Source: an optimization exercise on an open RTL-to-GDS flow (aim: small area, a short achievable clock period and few clock cycles). Production flows keep margins and buffers that such runs may drop. RTL that was checked went through simulation tests only; none was proved equivalent to the original. The RTL of run 3 was laid out without a check of its function. Power and IR drop assume default switching activity.

==> flow/config.mk <==
export PLATFORM = sky130hd
export DESIGN_NAME = avr_core
export DESIGN_NICKNAME = avr_core
export VERILOG_FILES = /design/flow/design.v
export SDC_FILE = /design/flow/constraint.sdc
export NUM_CORES = 4
export LEC_CHECK = 0
export CAP_MARGIN = 5
export CORE_MARGIN = 2
export CORE_UTILIZATION = 40
export CTS_BUF_LIST = sky130_fd_sc_hd__clkbuf_8 sky130_fd_sc_hd__clkbuf_16
export CTS_CLUSTER_DIAMETER = 100
export CTS_CLUSTER_SIZE = 26
export GPL_ROUTABILITY_DRIVEN = 0
export SETUP_SLACK_MARGIN = 2.5
export SLEW_MARGIN = 5
==> flow/standard.sh <==
#!/bin/bash
# synth_recipe.tcl (not shown) runs the flow's synth.tcl, then flattens the netlist and writes it again
# the make line also repeats each setting of config.mk as NAME=value (left out here)
make -C /OpenROAD-flow-scripts/flow DESIGN_CONFIG=/design/flow/config.mk WORK_HOME=/design/flow/orfs CLKGATE_MAP_FILE= SYNTH_SCRIPT=/design/flow/synth_recipe.tcl "${@:-finish}"
==> flow/design.v <==
module instr_decoder (
    input  logic [16-1:0] instruction,
    output logic [3:0]              cls
);
    localparam logic [3:0] C_NOP = 4'd0, C_ADD = 4'd1, C_ADC = 4'd2, C_SUB = 4'd3,
                           C_AND = 4'd4, C_EOR = 4'd5, C_OR  = 4'd6, C_MOV = 4'd7,
                           C_LDI = 4'd8, C_NEG = 4'd9, C_LD  = 4'd10, C_ST = 4'd11;
    always_comb begin
        casez (instruction)
            16'b0000_11??_????_????: cls = C_ADD;
            16'b0001_11??_????_????: cls = C_ADC;
            16'b0001_10??_????_????: cls = C_SUB;
            16'b0010_00??_????_????: cls = C_AND;
            16'b0010_01??_????_????: cls = C_EOR;
            16'b0010_10??_????_????: cls = C_OR;
            16'b0010_11??_????_????: cls = C_MOV;
            16'b1110_????_????_????: cls = C_LDI;
            16'b1001_010?_????_0001: cls = C_NEG;
            16'b1000_000?_????_0000: cls = C_LD;
            16'b1000_001?_????_0000: cls = C_ST;
            default:                 cls = C_NOP;
        endcase
    end
endmodule
module register_file (
    input  logic                       clk,
    input  logic                       clear,
    input  logic [5-1:0] a_addr,
    input  logic [5-1:0] b_addr,
    output logic [8-1:0]     a_data,
    output logic [8-1:0]     b_data,
    output logic [8-1:0]     zl_data,
    output logic [8-1:0]     zh_data,
    input  logic                       wr_en,
    input  logic [5-1:0] wr_addr,
    input  logic [8-1:0]     wr_data
);
    logic [2**5-1:0][8-1:0] regs;
    logic [8-1:0] wd;
    assign wd = wr_data & {8{~clear}};
    always_ff @(posedge clk) begin
        for (int i = 0; i < 2**5; i++)
            if (clear || (wr_en && wr_addr == i[5-1:0]))
                regs[i] <= wd;
    end
    assign a_data  = regs[a_addr];
    assign b_data  = regs[b_addr];
    assign zl_data = regs[30];
    assign zh_data = regs[31];
endmodule
module alu (
    input  logic                   arith,     
    input  logic                   invr,      
    input  logic                   sel_sum,   
    input  logic                   sel_and,
    input  logic                   sel_or,
    input  logic                   sel_y,     
    input  logic [8-1:0] x,         
    input  logic [8-1:0] y,
    input  logic                   cin,
    output logic [8-1:0] result,
    output logic                   cout,
    output logic                   zero
);
    localparam int W = 8;
    logic [W:0]   c0, c1, c;
    logic [W-1:0] yr, s, g, t, k, zb;
    always_comb begin
        yr = y ^ {W{invr}};
        g  = x & y;
        t  = x | y;
        c0[0] = 1'b0;
        c1[0] = 1'b1;
        for (int i = 0; i < W; i++) begin
            c0[i+1] = g[i] | (t[i] & c0[i]);
            c1[i+1] = g[i] | (t[i] & c1[i]);
        end
        c = cin ? c1 : c0;
        for (int i = 0; i < W; i++)
            s[i] = x[i] ^ (yr[i] ^ (c[i] & arith));
    end
    assign cout = c[W];
    assign result = ({W{sel_sum}} & s)
                  | ({W{sel_and}} & g)
                  | ({W{sel_or}}  & t)
                  | ({W{sel_y}}   & y);
    always_comb begin
        k = {(invr ? g[W-2:0] : t[W-2:0]), cin} & {W{arith}};
        for (int i = 0; i < W; i++)
            zb[i] = x[i] ^ (yr[i] ^ k[i]);
    end
    assign zero = (sel_sum & (zb == '0))
                | (sel_and & (g == '0))
                | (sel_or  & (t == '0))
                | (sel_y   & (y == '0));
endmodule
module avr_core (
    input  logic                    clk,
    input  logic                    reset,
    output logic [10-1:0]    program_counter,
    input  logic [16-1:0] instruction,
    output logic [16-1:0]  bus_addr,
    output logic [8-1:0]  bus_wdata,
    input  logic [8-1:0]  bus_rdata,
    output logic                    mem_we,
    output logic                    mem_oe
);
    localparam logic [3:0] C_NOP = 4'd0, C_ADD = 4'd1, C_ADC = 4'd2, C_SUB = 4'd3,
                           C_AND = 4'd4, C_EOR = 4'd5, C_OR  = 4'd6, C_MOV = 4'd7,
                           C_LDI = 4'd8, C_NEG = 4'd9, C_LD  = 4'd10, C_ST = 4'd11;
    logic [3:0]  f_cls;
    logic [11:0] f_raw;
    instr_decoder i_dec (
        .instruction (instruction),
        .cls         (f_cls)
    );
    assign f_raw = instruction[11:0];
    always_ff @(posedge clk or posedge reset) begin
        if (reset)
            program_counter <= '0;
        else
            program_counter <= program_counter + 1'b1;
    end
    logic [4:0] a_addr, b_addr;
    logic [7:0] a_data, b_data, zl, zh;
    logic [7:0] a_val, b_val;
    logic [7:0] e_result;
    logic       e_wr, e_ld, e_cupd;
    logic [4:0] e_rd;
    logic [7:0] e_x, e_y;
    logic       e_arith, e_invr, e_sel_sum, e_sel_and, e_sel_or, e_sel_y;
    logic       e_cin1, e_cinc;
    logic       carry;
    assign a_addr = f_raw[8:4];
    assign b_addr = {f_raw[9], f_raw[3:0]};
    register_file i_regs (
        .clk     (clk),
        .clear   (reset),
        .a_addr  (a_addr),
        .b_addr  (b_addr),
        .a_data  (a_data),
        .b_data  (b_data),
        .zl_data (zl),
        .zh_data (zh),
        .wr_en   (e_wr),
        .wr_addr (e_rd),
        .wr_data (e_result)
    );
    assign a_val = (e_wr && e_rd == a_addr) ? e_result : a_data;
    assign b_val = (e_wr && e_rd == b_addr) ? e_result : b_data;
    logic       f_sum_ops;
    assign f_sum_ops = (f_cls == C_ADD) || (f_cls == C_ADC) || (f_cls == C_SUB) || (f_cls == C_NEG);
    always_ff @(posedge clk or posedge reset) begin
        if (reset) begin
            e_wr   <= 1'b0;
            e_ld   <= 1'b0;
            e_cupd <= 1'b0;
        end else begin
            e_wr   <= (f_cls != C_NOP) && (f_cls != C_ST);
            e_ld   <= (f_cls == C_LD);
            e_cupd <= f_sum_ops;
        end
    end
    always_ff @(posedge clk) begin
        e_rd   <= (f_cls == C_LDI) ? {1'b1, f_raw[7:4]} : f_raw[8:4];
        e_x    <= a_val ^ {8{(f_cls == C_SUB) || (f_cls == C_NEG)}};
        case (f_cls)
            C_LDI:   e_y <= {f_raw[11:8], f_raw[3:0]};
            C_NEG:   e_y <= 8'h00;
            default: e_y <= b_val;
        endcase
        e_arith   <= f_sum_ops;
        e_invr    <= (f_cls == C_SUB);
        e_sel_sum <= f_sum_ops || (f_cls == C_EOR);
        e_sel_and <= (f_cls == C_AND);
        e_sel_or  <= (f_cls == C_OR);
        e_sel_y   <= (f_cls == C_MOV) || (f_cls == C_LDI);
        e_cin1    <= (f_cls == C_NEG);
        e_cinc    <= (f_cls == C_ADC);
    end
    logic [7:0] alu_result;
    logic       alu_cout, alu_zero, e_zero;
    logic       zh_zero, zl_ok, zh_zero_n, zl_ok_n, zwin_n;
    logic       oe_q, we_q;
    alu i_alu (
        .arith   (e_arith),
        .invr    (e_invr),
        .sel_sum (e_sel_sum),
        .sel_and (e_sel_and),
        .sel_or  (e_sel_or),
        .sel_y   (e_sel_y),
        .x       (e_x),
        .y       (e_y),
        .cin     (e_cin1 | (e_cinc & carry)),
        .result  (alu_result),
        .cout    (alu_cout),
        .zero    (alu_zero)
    );
    assign zh_zero_n = (e_wr && e_rd == 31) ? e_zero : zh_zero;
    assign zl_ok_n   = (e_wr && e_rd == 30) ? (e_result[7] ^ e_result[6]) : zl_ok;
    assign zwin_n    = zh_zero_n & zl_ok_n;
    always_ff @(posedge clk or posedge reset) begin
        if (reset) begin
            zh_zero <= 1'b1;
            zl_ok   <= 1'b0;
            oe_q    <= 1'b0;
            we_q    <= 1'b0;
        end else begin
            zh_zero <= zh_zero_n;
            zl_ok   <= zl_ok_n;
            oe_q    <= (f_cls == C_LD) && zwin_n;
            we_q    <= (f_cls == C_ST) && zwin_n;
        end
    end
    assign e_result = e_ld ? (bus_rdata & {8{oe_q}}) : alu_result;
    assign e_zero   = e_ld ? ((bus_rdata & {8{oe_q}}) == 8'h00) : alu_zero;
    always_ff @(posedge clk or posedge reset) begin
        if (reset)
            carry <= 1'b0;
        else if (e_cupd)
            carry <= alu_cout ^ e_cin1;
    end
    assign bus_addr  = {zh, zl};
    assign bus_wdata = e_x;
    assign mem_we    = we_q;
    assign mem_oe    = oe_q;
endmodule
==> flow/constraint.sdc <==
create_clock -name core_clock -period 5.0 [get_ports {clk}]
set_input_delay 1.0000 -clock core_clock [delete_from_list [all_inputs] [get_ports {clk}]]
set_output_delay 1.0000 -clock core_clock [all_outputs]
set_load 0.01 [all_outputs]
==> flow/flow/run.sh <==
#!/bin/bash
# Standard layout, with plain buffers (instead of delay cells) on the ports.
# Synthesis runs first, exactly as the standard flow does it.
set -euo pipefail
bash standard.sh synth > synth.log 2>&1
export BUFFER_PORTS_ARGS="-buffer_cell sky130_fd_sc_hd__buf_2"
bash standard.sh finish > finish.log 2>&1
==> results of run 1 <==
==> stage by stage <==
stage          cell area [µm²]  utilization, %
2_1_floorplan            15700               -
3_3_place_gp             16200            42.2
3_5_place_dp             16200            42.2
4_1_cts                  17400            45.3
5_1_grt                  17800            46.2
6_report                 17800            46.2
==> power by group through the flow <==
stage,clock network [mW],logic [mW],registers (mW)
floorplan,0,0.738,3.04
global placement,0,0.905,3.13
detailed placement,0,0.912,3.14
CTS,1.37,1.00,3.09
global route,1.44,1.14,3.11
finish,1.34,1.07,3.09
==> Yosys cell counts (all sizes together) (6+ instances only) <==
library cell	n
or2	10
nor2	26
nor4	9
dfrtp	17
o21ai	37
xnor2	36
buf	50
nand2b	6
nor3	7
mux4	160
and3	11
a21oi	32
o31ai	6
dfxtp	29
nand3	21
nand2	67
edfxtp	256
mux2i	8
nand4	8
nor2b	13
a21o	7
clkbuf	45
xor2	16
inv	14
a211oi	11
==> worst max path at each step <==
stage / from / end / cells after the start
finish: instruction[4] / e_x[4] / 8
global route: instruction[4] / e_x[4] / 8
CTS: instruction[4] / e_x[4] / 8
detailed placement: instruction[0] / e_y[5] / 7
global placement: instruction[0] / e_y[5] / 7
floorplan: instruction[0] / e_y[6] / 8
==> state kept, by name (all words and copies together), names as in the netlist <==
register / flops
we_q: 1
program_counter: 10
zl_ok: 1
i_regs.regs: 256
e_invr: 1
e_ld: 1
e_cinc: 1
e_arith: 1
e_cupd: 1
e_rd: 5
e_sel_and: 1
carry: 1
e_wr: 1
e_cin1: 1
e_sel_y: 1
zh_zero: 1
e_sel_or: 1
e_y: 8
e_sel_sum: 1
e_x: 8
oe_q: 1
==> per-layer routing <==
metal,vias to the layer above,GRT usage [%],part of all wire (%)
li1,4072,-,-
met1,5046,31.2,42
met2,469,34.7,48
met3,62,2.91,7.8
met4,0,6.08,2.8
met5,-,0,0
==> timing repair <==
item                                    4_1_cts  5_1_grt
buffers inserted                             10       12
pin swaps                                    11       16
endpoints found under the hold margin         0        0
cloned                                       16        2
endpoints found under the setup margin      281      205
gates resized for setup                      78       50
==> cell families after synthesis <==
kind of cell	share of synthesized area, %
muxes	23.8
DFF	56.2
and+or+nand+nor	6.58
adders and majority gates	0.210
buffers and inverters	3.37
xor gates and xnor gates	3.20
AOI/OAI and AO/OA	6.58
==> final cells by class <==
type | count | area, µm²
Clock buffer | 15 | 375
Inverter | 14 | 57.6
Tap cell | 518 | 648
Timing Repair Buffer | 118 | 1280
Multi-Input combinational cell | 574 | 6590
Clock inverter | 10 | 42.5
Fill cell | 3281 | 20700
Sequential cell | 303 | 8760
==> impl_metrics.json, run 1 <==
{
  "status": "timing/DRC/antenna clean",
  "critPathMaxFanout": 8,
  "cts_made_buffers": 15,
  "gr-total-overflow": 0,
  "drcViolationCount": 0,
  "dieArea_mm2": 0.0404,
  "r2r_end": "i_regs.regs[70]",
  "path_cells": "buf_16 > buf_12 > mux4_2 > mux4_2 > mux2_4 > nand2_4 > o31ai_4 > xor2_1",
  "seq_power_share_pct": 56.1,
  "cts.clk_slew.worst_paths_ns": 0.10,
  "initial_utilization_pct": 40.3,
  "finalCriticalPeriod_ns": 2.57,
  "critPathCaptureType": "register",
  "cts_tree": "yes",
  "synth_cell_types": 74,
  "grt_pass1_vias": 9482,
  "cp_top_family": "multiplexers",
  "p_clk_share_pct": 24.4,
  "drt-wirelength-per-cell_um": 28.4,
  "dieHeight_um": 201,
  "ys_seq_area_share_pct": 56.2,
  "fmax_ghz": 0.389,
  "path_common_cell": "mux4_2",
  "port_buffers": 61,
  "tns_ns": 0,
  "nNetsFinal": 1053,
  "rsz0062_at_grt": "yes",
  "whs_ns": 0.458,
  "crit_slowest_cell": "mux4_2",
  "drv_slew": 0,
  "setup_ws_ns": 2.43,
  "synth_ff_type": "edfxtp_1",
  "startpoint_type": "input port",
  "syn_area_mm2": 0.0155,
  "via_per_inst": 6.22,
  "maxCapViolations": 0,
  "h-tree-depth": 1,
  "pre_cts_slack_ns": 1.04,
  "power_mw": 5.51,
  "area_growth_pct": 14.5,
  "relSlewSlack_pct": 33.5,
  "core_area_mm2": 0.0385,
  "stdcell_count": 1552,
  "period_share_pct": 51.4,
  "grt_usage_pct": 21.7,
  "netlist.area_leader.share_pct": 49.6,
  "io_pins": 62,
  "dp_hpwl_um": 27600,
  "p_per_area_mw_per_mm2": 310,
  "hold_path_class": "reg2reg",
  "final_common_cell": "edfxtp_1",
  "hold_depth": 1,
  "antennaDiodeCount": 0,
  "worstHoldStart": "e_cupd",
  "power_frac_comb_pct": 19.5,
  "synth_edf_count": 256,
  "fin_skew_ns": 0.0134,
  "vdd_drop_max_mv": 0.199,
  "antenna_found_initial": 0,
  "netlist_instances": 984,
  "worstPathRequired_ns": 5.39,
  "netSwitchingPower_mw": 1.50,
  "syn-num-nets": 1011,
  "swShare_pct": 27.2,
  "hold_viol": 0,
  "detail-route-antenna-nets": 0,
  "cts_root_buf": "clkbuf_16",
  "drt_first_pass_iters": 5,
  "ys_warn_count": 4,
  "r2r_start": "e_invr",
  "worstSkewPairLatency_ns": 0.51,
  "cts_hold_buf": 0,
  "setup_viol": 0,
  "worstMarginPinSlew_ns": 0.991,
  "yosysTopAreaCell": "edfxtp_1",
  "grt_max_degree": 55,
  "drt-initial-drc-count": 1041,
  "p_leak_nw": 6.22,
  "intPower_mw": 4.01,
  "rows": 72,
  "worstSetupPathType": "in2reg",
  "dp.cells": 1487,
  "synthArstFlopShare_pct": 5.94,
  "ys_ff_latch": 303,
  "drive_above_1_share_pct": 37.3,
  "wl_um": 44100,
  "min_to": "carry",
  "r2r_setup_slack_ns": 2.57,
  "cts.sinks": 303,
  "cp.arrival_ns": 2.96,
  "syn_avg_cell_area_um2": 15.8,
  "max_stage_delay_ns": 0.52,
  "critPathBufInv": 2,
  "die_w_um": 201,
  "num_vias": 9649,
  "ys_top_cells_by_area": "edfxtp_1 50%, mux4_2 23%, dfxtp_1 3.7%, dfrtp_1 2.7%, xnor2_1 1.8%",
  "reg2reg_depth": 9,
  "cts_buffer_depth": 3,
  "layout_common_cells": "256 x edfxtp_1, 160 x mux4_2, 66 x nand2_1",
  "grt_pass1_wl_um": 64800
}
Testbench counts, summed over its fixed seeds: cycles 14,784.
==> run 2: changes to the inputs <==
==> flow/flow/run.sh (replaced) <==
#!/bin/bash
# Standard layout, with plain buffers (instead of delay cells) on the ports,
# and area recovery (downsizing non-critical cells) after global routing.
# Synthesis runs first, exactly as the standard flow does it.
set -euo pipefail
bash standard.sh synth > synth.log 2>&1
export BUFFER_PORTS_ARGS="-buffer_cell sky130_fd_sc_hd__buf_2"
export RECOVER_POWER=100
bash standard.sh finish > finish.log 2>&1
--- a/flow/config.mk
+++ b/flow/config.mk
@@ -7,3 +7,3 @@
 export LEC_CHECK = 0
-export CAP_MARGIN = 5
+export CAP_MARGIN = 20
 export CORE_MARGIN = 2
@@ -15,2 +15,2 @@
 export SETUP_SLACK_MARGIN = 2.5
-export SLEW_MARGIN = 5
+export SLEW_MARGIN = 20
==> run 2 against run 1 <==
Net effect: now fails the layout checks on capacitance limit, slew limit; worst hold slack lost 0.015 ns; critical endpoint is now i_regs.regs[222]; cell area shrank 2.2%; largest power group unchanged; via count grew 0.21%; combinational power shrank 4%.
==> impl_metrics.json, run 2 <==
{
  "status": "complete, but fails checks",
  "violations": "capacitance limit, slew limit",
  "vdd_drop_max_mv": 0.182,
  "hold_viol": 0,
  "setup_viol": 0,
  "ys_seq_area_share_pct": 56.2,
  "reg_top3": "i_regs.regs (256), program_counter (10)",
  "rsz0062_at_grt": "yes",
  "period_share_pct": 70.2,
  "antennaDiodeCount": 0,
  "cts_hold_buf": 0,
  "cts_buffer_depth": 3,
  "ys_ff_latch": 303,
  "cts_root_buf": "clkbuf_16",
  "maxCapViolations": 8,
  "stdcell_count": 1557,
  "dieHeight_um": 201,
  "ys_top_cells_by_area": "edfxtp_1 50%, mux4_2 23%, dfxtp_1 3.7%, dfrtp_1 2.7%, xnor2_1 1.8%",
  "cts_made_buffers": 15,
  "path_cells": "a31oi_1 > o211ai_1 > and3_1 > a311o_1 > o31ai_1 > clkbuf_1 > nor2_2 > clkbuf_1",
  "drv_slew": 121,
  "critPathMaxFanout": 32,
  "dp_hpwl_um": 27800,
  "grt_pass1_vias": 9414,
  "synthMostInstantiatedCell": "edfxtp_1",
  "drt-initial-drc-count": 1119,
  "drive_above_1_share_pct": 28.9,
  "core_area_mm2": 0.0385,
  "power_mw": 5.51,
  "gr-total-overflow": 0,
  "initial_utilization_pct": 40.3,
  "port_buffers": 61,
  "dieArea_mm2": 0.0404,
  "synthTopCellsByCount": "256 x edfxtp_1, 160 x mux4_2, 67 x nand2_1",
  "cp.arrival_ns": 3.59,
  "final_common_cell": "edfxtp_1",
  "worstMarginPinSlew_ns": 1.81,
  "drt-wirelength-per-cell_um": 28.1,
  "relSlewSlack_pct": -20.9,
  "nNetsFinal": 1058,
  "design_area_mm2": 0.0174,
  "antenna_found_initial": 0,
  "drcViolationCount": 0,
  "crit_slowest_cell": "clkbuf_1",
  "path_common_cell": "clkbuf_1",
  "io_pins": 62,
  "h-tree-depth": 1,
  "setup_ws_ns": 1.49,
  "wl_um": 43700,
  "critPathCaptureType": "register",
  "fin_skew_ns": 0.0235,
  "worstSkewPairLatency_ns": 0.51,
  "ys_warn_count": 4,
  "grt_pass1_wl_um": 64500,
  "dp.cells": 1488,
  "rows": 72,
  "p_leak_nw": 5.97,
  "num_vias": 9669,
  "netlist_instances": 984,
  "fmax_ghz": 0.285,
  "detail-route-antenna-nets": 0,
  "cts_tree": "yes",
  "syn_avg_cell_area_um2": 15.8,
  "placed_area_mm2": 0.0163,
  "synthArstFlopShare_pct": 5.94,
  "cts.sinks": 303,
  "whs_ns": 0.443,
  "grt_max_degree": 54,
  "final_core_util_pct": 45.1,
  "pre_cts_slack_ns": 1.05,
  "area_growth_pct": 12.0,
  "worstPathRequired_ns": 5.09,
  "layout_common_cells": "256 x edfxtp_1, 160 x mux4_2, 66 x nand2_1",
  "die_w_um": 201,
  "synth_ff_type": "edfxtp_1",
  "synth_cell_types": 74,
  "via_per_inst": 6.21,
  "startpoint_type": "register",
  "grt_usage_pct": 21.6,
  "synth_edf_count": 256,
  "worstSetupPathType": "reg2reg",
  "yosysTopAreaCell": "edfxtp_1",
  "syn_area_mm2": 0.0155,
  "hold_path_class": "reg2reg",
  "p_per_area_mw_per_mm2": 317,
  "cts.clk_slew.worst_paths_ns": 0.10,
  "netlist.area_leader.share_pct": 49.6,
  "largest_register_ffs": 256,
  "syn-num-nets": 1011,
  "max_stage_delay_ns": 1.11,
  "finalCriticalPeriod_ns": 3.51,
  "regMostFlops": "i_regs.regs",
  "drt_first_pass_iters": 5,
  "tns_ns": 0
}
-- run 2: changes by cell type in the layout (fill, tap and decap cells not counted), sizes merged --
cell / before / now
and2: 5 / 4
buf: 111 / 62
bufinv: 0 / 1
clkbuf: 20 / 75
clkinvlp: 0 / 1
inv: 24 / 22
-- run 2: area by class of cell --
| cell class | instances | area (µm²) |
|---|---|---|
| Timing Repair Buffer | 124 | 1090 |
| Multi-Input combinational cell | 573 | 6380 |
| Sequential cell | 303 | 8750 |
| Tap cell | 518 | 648 |
| Fill cell | 3381 | 21100 |
| Clock buffer | 15 | 375 |
| Inverter | 14 | 57.6 |
| Clock inverter | 10 | 67.6 |
-- run 2: worst paths after layout --
path | from | to | slack (ns) | cells after the start
hold reg to reg | e_cupd | carry | 0.44 | 1
setup reg to reg | e_x[1] | i_regs.regs[222] | 1.49 | 8
min in group asynchronous | reset | carry | 0.85 | 2
setup / recovery | e_x[1] | i_regs.regs[222] | 1.49 | 8
hold / removal | e_cupd | carry | 0.44 | 1
max in group asynchronous | reset | e_wr | 3.77 | 2
-- run 2: cells by family (layout without fill, tap and decap cells) --
| logic type | after synthesis | after routing | share of synthesized area (%) |
|---|---|---|---|
| AOI/OAI and AO/OA | 149 | 149 | 6.58 |
| xor gates and xnor gates | 52 | 52 | 3.20 |
| adders and majority gates | 3 | 3 | 0.210 |
| buffers and inverters | 109 | 163 | 3.37 |
| DFF | 303 | 303 | 56.2 |
| muxes | 169 | 169 | 23.8 |
| and+or+nand+nor | 199 | 200 | 6.58 |
-- run 2: where the power goes --
group	switching (mW)	leakage, nW	total, mW	internal, mW
clock network	0.789	0.242	1.40	0.607
logic	0.533	2.62	1.03	0.499
registers	0.159	3.11	3.08	2.93
total	1.48	5.97	5.51	4.03
-- run 2: critical path: cells and delay by family, from the launching register on --
| family | cells | cell delay [ns] |
|---|---|---|
| buffers and inverters | 2 | 1.26 |
| AO/OA/AOI/OAI | 4 | 0.76 |
| flip-flops | 1 | 0.64 |
| AND/OR/NAND/NOR | 2 | 0.40 |
-- run 2: timing repair --
action / in CTS / in global routing
endpoints found under the setup margin: 280 / 229
gates resized for setup: 86 / 43
gates cloned: 13 / 1
pin swaps: 14 / 12
buffers inserted: 10 / 20
-- run 2: metal layers --
metal / vias up / GRT usage (%) / part of all wire, %
met5: - / 0 / 0
met4: 0 / 4.15 / 1.9
met3: 53 / 3.43 / 8.6
met2: 515 / 35.5 / 49
met1: 5013 / 30.7 / 41
li1: 4088 / - / -
==> run 3: changes to the inputs <==
--- a/flow/design.v
+++ b/flow/design.v
@@ -57,3 +57,3 @@
     input  logic                   sel_y,     
-    input  logic [8-1:0] x,         
+    input  logic [8-1:0] x,
     input  logic [8-1:0] y,
@@ -165,6 +165,7 @@
         e_rd   <= (f_cls == C_LDI) ? {1'b1, f_raw[7:4]} : f_raw[8:4];
-        e_x    <= a_val ^ {8{(f_cls == C_SUB) || (f_cls == C_NEG)}};
+        e_x    <= a_val;
         case (f_cls)
             C_LDI:   e_y <= {f_raw[11:8], f_raw[3:0]};
-            C_NEG:   e_y <= 8'h00;
+            C_NEG:   e_y <= 8'hFF;
+            C_SUB:   e_y <= ~b_val;
             default: e_y <= b_val;
@@ -172,3 +173,3 @@
         e_arith   <= f_sum_ops;
-        e_invr    <= (f_cls == C_SUB);
+        e_invr    <= (f_cls == C_NEG);
         e_sel_sum <= f_sum_ops || (f_cls == C_EOR);
@@ -177,3 +178,3 @@
         e_sel_y   <= (f_cls == C_MOV) || (f_cls == C_LDI);
-        e_cin1    <= (f_cls == C_NEG);
+        e_cin1    <= (f_cls == C_SUB);
         e_cinc    <= (f_cls == C_ADC);
==> flow/flow/run.sh (replaced) <==
#!/bin/bash
# Standard layout, with plain buffers (instead of delay cells) on the ports.
# Synthesis runs first, exactly as the standard flow does it.
set -euo pipefail
bash standard.sh synth > synth.log 2>&1
export BUFFER_PORTS_ARGS="-buffer_cell sky130_fd_sc_hd__buf_2"
bash standard.sh finish > finish.log 2>&1
==> run 3 against run 2 <==
Net effect: the run now finishes clean; sequential cell count is the same; via count grew 3.4%; clock skew shrank 0.0093 ns; global-route usage shrank 0.28 points; synthesized cell count grew 0.51%; first-iteration DRC count shrank 12%; largest power group unchanged.
==> impl_metrics.json, run 3 <==
{
  "yosysTopAreaCell": "edfxtp_1",
  "reg2reg_depth": 9,
  "cts_buffer_depth": 3,
  "die_w_um": 201,
  "design_area_mm2": 0.0185,
  "critPathCaptureType": "register",
  "period_share_pct": 53.0,
  "core_area_mm2": 0.0386,
  "worstHoldStart": "e_cupd",
  "cts_made_buffers": 15,
  "cts_root_buf": "clkbuf_16",
  "regMostFlops": "i_regs.regs",
  "dieHeight_um": 201,
  "critPathMaxFanout": 8,
  "p_leak_nw": 6.62,
  "synthTopCellsByCount": "256 x edfxtp_1, 160 x mux4_2, 86 x nand2_1",
  "pre_cts_slack_ns": 1.46,
  "worstMarginPinSlew_ns": 0.796,
  "hold_path_class": "reg2reg",
  "synth_edf_count": 256,
  "via_per_inst": 6.19,
  "h-tree-depth": 1,
  "synth_ff_type": "edfxtp_1",
  "nNetsFinal": 1117,
  "fin_skew_ns": 0.0142,
  "syn_avg_cell_area_um2": 15.7,
  "finalCriticalPeriod_ns": 2.65,
  "synth_cell_types": 81,
  "ff_latch_area_mm2": 0.00876,
  "gr-total-overflow": 0,
  "grt_max_degree": 67,
  "power_mw": 5.68,
  "setup_ws_ns": 2.35,
  "r2r_start": "e_x[1]",
  "worstPathRequired_ns": 5.40,
  "drcViolationCount": 0,
  "num_vias": 9995,
  "drt-wirelength-per-cell_um": 28.4,
  "largest_register_ffs": 256,
  "drv_slew": 0,
  "setup_viol": 0,
  "synthArstFlopShare_pct": 5.94,
  "worstSetupPathType": "in2reg",
  "detail-route-antenna-nets": 0,
  "netlist.area_leader.share_pct": 49.4,
  "layout_common_cells": "256 x edfxtp_1, 160 x mux4_2, 73 x buf_4",
  "cts.sinks": 303,
  "relSlewSlack_pct": 46.9,
  "fmax_ghz": 0.378,
  "r2r_setup_slack_ns": 2.44,
  "port_buffers": 61,
  "cp.arrival_ns": 3.05,
  "reg_top3": "i_regs.regs (256), program_counter (10)",
  "status": "timing/DRC/antenna clean",
  "final_common_cell": "edfxtp_1",
  "initial_utilization_pct": 40.4,
  "ys_seq_area_share_pct": 56.0,
  "syn_area_mm2": 0.0156,
  "placed_area_mm2": 0.0163,
  "wl_um": 45900,
  "dp_hpwl_um": 27000,
  "drt-initial-drc-count": 988,
  "p_per_area_mw_per_mm2": 307,
  "tns_ns": 0,
  "hold_viol": 0,
  "netlist_instances": 989,
  "dieArea_mm2": 0.0405,
  "worstSkewPairLatency_ns": 0.50,
  "cts_tree": "yes",
  "drive_above_1_share_pct": 42.3,
  "io_pins": 62,
  "multi_input_area_mm2": 0.00671,
  "grt_pass1_vias": 9321,
  "synthMostInstantiatedCell": "edfxtp_1",
  "maxCapViolations": 0,
  "drt_first_pass_iters": 5,
  "startpoint_type": "input port",
  "rsz0062_at_grt": "yes",
  "ys_ff_latch": 303,
  "r2r_end": "i_regs.regs[22]",
  "vdd_drop_max_mv": 0.175,
  "grt_usage_pct": 21.3,
  "ys_top_cells_by_area": "edfxtp_1 49%, mux4_2 23%, dfxtp_1 3.7%, dfrtp_1 2.7%, nand2_1 2.1%",
  "grt_pass1_wl_um": 63300,
  "hold_depth": 1,
  "rows": 72,
  "antennaDiodeCount": 0,
  "whs_ns": 0.454,
  "cts.clk_slew.worst_paths_ns": 0.10,
  "ys_warn_count": 4,
  "syn-num-nets": 1016,
  "cts_hold_buf": 0,
  "area_growth_pct": 19.0,
  "min_to": "carry",
  "antenna_found_initial": 0,
  "n_fill_cell": 3303
}
run 3: cell count changes after synthesis, moves of 5 or more:
cell	delta
o31ai_1	+6
and3_1	-8
xnor2_1	-13
buf_6	+6
nand2_1	+19
nor2_1	+15
a31oi_1	-5
a21oi_1	-9
a21o_1	+5
clkbuf_1	-9
run 3: cell families after synthesis:
kind of cell    synth area share (%)
fa+ha+maj                      0.338
flops                           56.0
buf+inv                         3.81
simple gates                    6.26
xor+xnor                        2.66
compound gates                  7.00
mux                             23.9
run 3: per-layer routing:
layer	wire length (µm)	share of wire, %	vias to the layer above	global-route usage [%]
met5	0	0	-	0
met3	4290	9.3	109	4.03
met1	17800	39	5162	29.1
met2	21900	48	550	34.4
met4	1930	4.2	0	7.33
li1	-	-	4174	-
run 3: report_power, final:
part           switching (mW)  leakage (nW)  internal [mW]
Clock                   0.783         0.239          0.558
Sequential              0.177          3.11           2.96
Combinational           0.615          3.27          0.596
Total                    1.57          6.62           4.11
run 3: worst max-delay path by stage:
| stage | from | to | cells past startpoint |
|---|---|---|---|
| final | instruction[0] | e_y[5] | 9 |
| after global routing | instruction[0] | e_y[4] | 10 |
| after CTS | instruction[0] | e_y[5] | 9 |
| after detailed placement | instruction[1] | e_y[4] | 8 |
| after global placement | instruction[1] | e_y[7] | 8 |
| after floorplan | instruction[0] | e_y[4] | 10 |
run 3: stage by stage:
stage,utilization (%),instances
3_5_place_dp,42.3,1506
2_1_floorplan,-,989
4_1_cts,45.6,1560
6_report,48.0,1616
5_1_grt,48.0,1616
3_3_place_gp,42.3,1505
run 3: repair_timing:
action                     4_1_cts  5_1_grt
gates cloned                    13       10
setup buffers                   16       46
setup endpoints to repair      375      245
pin swaps                       18       30
gates resized for setup         91       66
run 3: cell type report:
type,count,share of cell area [%]
flip-flops and latches,303,47.3
repair buffers,176,10.3
well taps,518,3.50
multi-input cells,579,36.3
clock inverters,10,0.243
clock buffers,15,2.03
inverters,15,0.345
run 3: worst max-delay path: stages:
cell and delay, ns:
buf_16 0.16, buf_12 0.13, buf_16 0.14, mux4_2 0.50, mux4_2 0.46, mux2_2 0.27, nand2_1 0.09, nand3_1 0.08
a21bo_1 0.21

what the ideal ports hide:
Ports are ideal in the flow. The routed layouts listed here were re-timed in OpenROAD.
Step 1 assumes that a clkbuf_16 drives the clock port and a buf_2 every other input.
Step 2, shift: input delay + t, output delay - t, t = (earliest + latest rising clock arrival at the registers) / 2. This alone moves slack from input paths to output paths.
Three values: ideal ports, drivers, drivers and shift; two values: the first two.
run | t, ns | slack for setup (ns) | worst data-port slew with drivers (ns) | max-slew violations
run 1 | 0.551 | 2.431 / 2.179 / 1.628 | 0.45 | 0 / 0
run 2 | 0.550 | 1.492 / 1.418 / 0.868 | 0.39 | 121 / 139
run 3 | 0.553 | 2.352 / 2.321 / 1.768 | 0.18 | 0 / 0
The drivers bring new slew violations in run 2. For run 1, which loses most, drivers alone change the setup slack by -0.252 ns; drivers and shift together by -0.803 ns.
